What follows belongs to an exercise in optimizing a design on an open flow for a short achievable clock period and few clock cycles per item; a production flow would make more cautious choices.
In this exercise RTL edits were held to simulation tests only and were not proved equivalent to the original.
The clock input has no modelled driver; a real chip could not lean on it and would need a root buffer or a full tree.
Power is estimated from default activity; no workload was simulated.

Setup of lane 1:
## keyed_queue_move_to_front
module keyed_queue_move_to_front #(
  parameter int DEPTH    = 16,
  parameter int KEY_BITS = 16
) (
  input  wire logic                          clk,
  input  wire logic                          rst,
  input  wire logic                          in_valid,
  output logic                               in_stall,
  input  wire logic [1:0]                    mode,
  input  wire logic [KEY_BITS-1:0]           key,
  output logic                               out_valid,
  input  wire logic                          out_stall,
  output logic [KEY_BITS-1:0]                out_key,
  output logic [1:0]                         status,
  output logic [$clog2(DEPTH+1)-1:0]         occupancy
);
  localparam int CW = $clog2(DEPTH+1);
  localparam int OQ = 4;                  
  localparam int NW = $clog2(OQ+1);
  localparam int RW = KEY_BITS + 2 + CW;  
  logic                a_v;
  logic [1:0]          a_mode;
  logic [KEY_BITS-1:0] a_key;
  logic                take;
  assign take = in_valid & ~in_stall;
  always_ff @(posedge clk) begin
    if (rst) a_v <= 1'b0;
    else     a_v <= take;
  end
  always_ff @(posedge clk) begin
    a_mode <= mode;
    a_key  <= key;
  end
  logic                x_v;       
  logic                x_deq;     
  logic                x_enq;     
  logic                x_pro;     
  logic [1:0]          x_st;      
  logic [KEY_BITS-1:0] x_key;
  logic [DEPTH-1:0]    x_m;       
  logic [KEY_BITS-1:0] cell_key [DEPTH];
  logic [DEPTH-1:0]    cell_valid;
  logic [CW-1:0]       count;
  ...
Settings: LEC_CHECK=0, ABC_CLOCK_PERIOD_IN_PS=1500, CAP_MARGIN=20, CORE_MARGIN=2, CORE_UTILIZATION=40, SETUP_SLACK_MARGIN=1.5, SLEW_MARGIN=20; clock period 3.0 ns.
run.sh (not shown) runs the stock make flow with config.mk's settings and CLKGATE_MAP_FILE= SYNTH_SCRIPT=/design/flow/synth_recipe.tcl, a recipe that flattens the netlist after the stock synthesis.
Testbench counts of lane 1, summed over its fixed seeds: cycles 24,024, items 24,000.
[inputs] lane 3 vs lane 1
Settings: a deleted ABC_CLOCK_PERIOD_IN_PS that had been 1500; a deleted SETUP_SLACK_MARGIN that had been 1.5.
Findings:
Timing, DRC, antenna: 0 failures across lane 1 and lane 3
Sequential power share in lane 3 is 1.4 points above lane 1.
The estimated power of lane 3 ends up lower than the estimate for lane 1.
Final worst setup slack ended up 0.33 ns lower on lane 3 than on lane 1.
Reported for lane 1 and lane 3, area of the die turned out identical to the last digit.

========
keyed_queue_move_to_front, a different RTL version from the one above (not shown whole).
Size in the first run: ~790 flip-flops, ~47 I/O pins.
## keyed_queue_move_to_front
module keyed_queue_move_to_front #(
  parameter int DEPTH    = 16,
  parameter int KEY_BITS = 16
) (
  input  wire logic                          clk,
  input  wire logic                          rst,
  input  wire logic                          in_valid,
  output logic                               in_stall,
  input  wire logic [1:0]                    mode,
  input  wire logic [KEY_BITS-1:0]           key,
  output logic                               out_valid,
  input  wire logic                          out_stall,
  output logic [KEY_BITS-1:0]                out_key,
  output logic [1:0]                         status,
  output logic [$clog2(DEPTH+1)-1:0]         occupancy
);
export LEC_CHECK = 0
export ABC_CLOCK_PERIOD_IN_PS = 1500
export CAP_MARGIN = 20
export CORE_MARGIN = 2
export CORE_UTILIZATION = 40
export CTS_CLUSTER_DIAMETER = 100
export CTS_CLUSTER_SIZE = 24
export SETUP_SLACK_MARGIN = 2.2
export SLEW_MARGIN = 20
create_clock -name core_clock -period 3.0 [get_ports {clk}]
standard.sh (not shown) runs the stock make flow with config.mk's settings and CLKGATE_MAP_FILE= SYNTH_SCRIPT=/design/flow/synth_recipe.tcl, a recipe that flattens the netlist after the stock synthesis.
==> flow/flow/run.sh <==
#!/bin/bash
set -euo pipefail
here=$(pwd)
bash standard.sh PRE_CTS_TCL="$here/flow/pre_cts.tcl" finish > "$here/standard_flow.log" 2>&1
Other scripts of this flow, unchanged in this note and not shown: flow/flow/pre_cts.tcl
Testbench counts at the start, summed over its fixed seeds: cycles 24,048, items 24,000.
Rerun with:
SETUP_SLACK_MARGIN = 1.5   (was 2.2)
Effect: Final area goes down by a quarter to a third. Global-route usage goes down by 7.1 points. Total power decreases by a few percent. Combinational power is lower by well over a third.

========
Setup of branch umber:
keyed_queue_move_to_front, a different RTL version from the one above (not shown whole).
Size: ~3400 cells after synthesis, roughly 47 I/O pins, ~30000 µm² of cells after synthesis.
Settings: LEC_CHECK=0, ABC_CLOCK_PERIOD_IN_PS=1500, CAP_MARGIN=20, CORE_MARGIN=2, CORE_UTILIZATION=50, CTS_CLUSTER_DIAMETER=100, CTS_CLUSTER_SIZE=24, PLACE_DENSITY=0.72, SETUP_SLACK_MARGIN=1.5, SLEW_MARGIN=20; clock period 3.0 ns.
Scripts as last shown in full above: flow/flow/run.sh
Other scripts of this flow, unchanged in this note and not shown: flow/flow/pre_cts.tcl
branch umber finished all stages; the layout is clean.
Testbench counts of branch umber, summed over its fixed seeds: cycles 24,048, items 24,000.
> inputs changed (branch umber -> branch maple)
# branch umber
export LEC_CHECK = 0
export ABC_CLOCK_PERIOD_IN_PS = 1500
export CAP_MARGIN = 20
export CORE_MARGIN = 2
export CORE_UTILIZATION = 50
export CTS_CLUSTER_DIAMETER = 100
export CTS_CLUSTER_SIZE = 24
export PLACE_DENSITY = 0.72
export SETUP_SLACK_MARGIN = 1.5
export SLEW_MARGIN = 20
create_clock -name core_clock -period 3.0 [get_ports {clk}]
# branch maple
export LEC_CHECK = 0
export ABC_CLOCK_PERIOD_IN_PS = 1500
export CAP_MARGIN = 20
export CORE_MARGIN = 2
export CORE_UTILIZATION = 40
export CTS_CLUSTER_DIAMETER = 100
export CTS_CLUSTER_SIZE = 24
export SETUP_SLACK_MARGIN = 1.5
export SLEW_MARGIN = 20
create_clock -name core_clock -period 3.0 [get_ports {clk}]
Results
- No stage failed in branch maple, and the final checks on the layout all came back clean.
- Sort branch umber and branch maple by final area, ascending, and branch umber comes first.
- In branch maple, the total cell area at the placement stage came out 0.71% above the value in branch umber.
- Changes observed in branch maple relative to branch umber: global-route met3 utilization roughly the same; register-to-register slack went up.
- branch maple gives less worst-case vdd ir drop than branch umber did.
- The wire length number comes out lower for branch umber vs branch maple.
- [diff] total power, branch maple relative to branch umber: regression
- Synthesized cell count came out exactly the same in branch umber and branch maple.
- Fmax sits higher in branch maple than in branch umber.
- branch umber → branch maple: final cycle utilization of the critical path moved down; setup slack moved up.

========
keyed_queue_move_to_front, a different RTL version from the one above (not shown whole).
Size in the first run: roughly 3,500 cells after synthesis, roughly 800 flip-flops, ~47 I/O pins, roughly 32,000 um^2 of cells after synthesis.
export LEC_CHECK = 0
export ABC_CLOCK_PERIOD_IN_PS = 1500
export CAP_MARGIN = 20
export CORE_MARGIN = 2
export CORE_UTILIZATION = 40
export CTS_CLUSTER_DIAMETER = 80
export CTS_CLUSTER_SIZE = 18
export SETUP_SLACK_MARGIN = 1.5
export SLEW_MARGIN = 20
create_clock -name core_clock -period 3.0 [get_ports {clk}]
Scripts as last shown in full above: flow/flow/run.sh
Other scripts of this flow, unchanged in this note and not shown: flow/flow/pre_cts.tcl
Testbench counts at the start, summed over its fixed seeds: cycles 24,048, items 24,000.
Next try:
Settings changed: CTS_CLUSTER_DIAMETER 80 to 100, CTS_CLUSTER_SIZE 18 to 24.
What happened:
- The changed run finished with timing, DRC and antenna clean
- core utilization decreases by 0.47 points
- final area decreases slightly
- register-to-register slack gains 120 ps
- critical path depth increases by 1
- synthesized cell count is unchanged
- worst setup slack gains 120 ps
- clock power decreases by roughly a tenth
- power decreases by a few percent

[afterwards: timing with drivers on the ports]
The results above use ideal ports. As a check the final layouts listed here were re-extracted and re-timed, cells and wires unchanged. Step 1: set_driving_cell puts a clkbuf_16 on clk and a buf_2 on each other input, an assumption about the parent block. Step 2 adds t to the input delays and takes it off the output delays; t is the mean of the earliest and latest rising clock arrival at the registers after step 1. Input paths then give back, and output paths get back, about the clock's delay inside the block. Three values: ideal ports, drivers, drivers and shift; two values: the first two.
run	shift t [ns]	setup WS [ns]	worst hold slack (ns)
lane 1	0.663	0.709 / 0.709 / 0.533	0.411 / 0.390 / 0.411
lane 3	0.651	0.377 / 0.377 / 0.282	0.447 / 0.414 / 0.454
the first run of note 2	0.542	1.450 / 1.311 / 1.207	0.324 / 0.240 / 0.324
the second run of note 2	0.533	1.502 / 1.357 / 1.162	0.308 / 0.309 / 0.309
branch umber	0.496	1.408 / 1.408 / 1.142	0.318 / 0.318 / 0.318
branch maple	0.517	1.453 / 1.364 / 1.087	0.248 / 0.248 / 0.248
the first run of note 4	0.549	1.348 / 1.317 / 1.085	0.316 / 0.316 / 0.316
the second run of note 4	0.530	1.464 / 1.354 / 1.125	0.314 / 0.314 / 0.314
After both steps every run listed still meets setup and hold. For branch maple, which loses most, drivers alone change the setup slack by -0.089 ns; drivers and shift together by -0.366 ns.
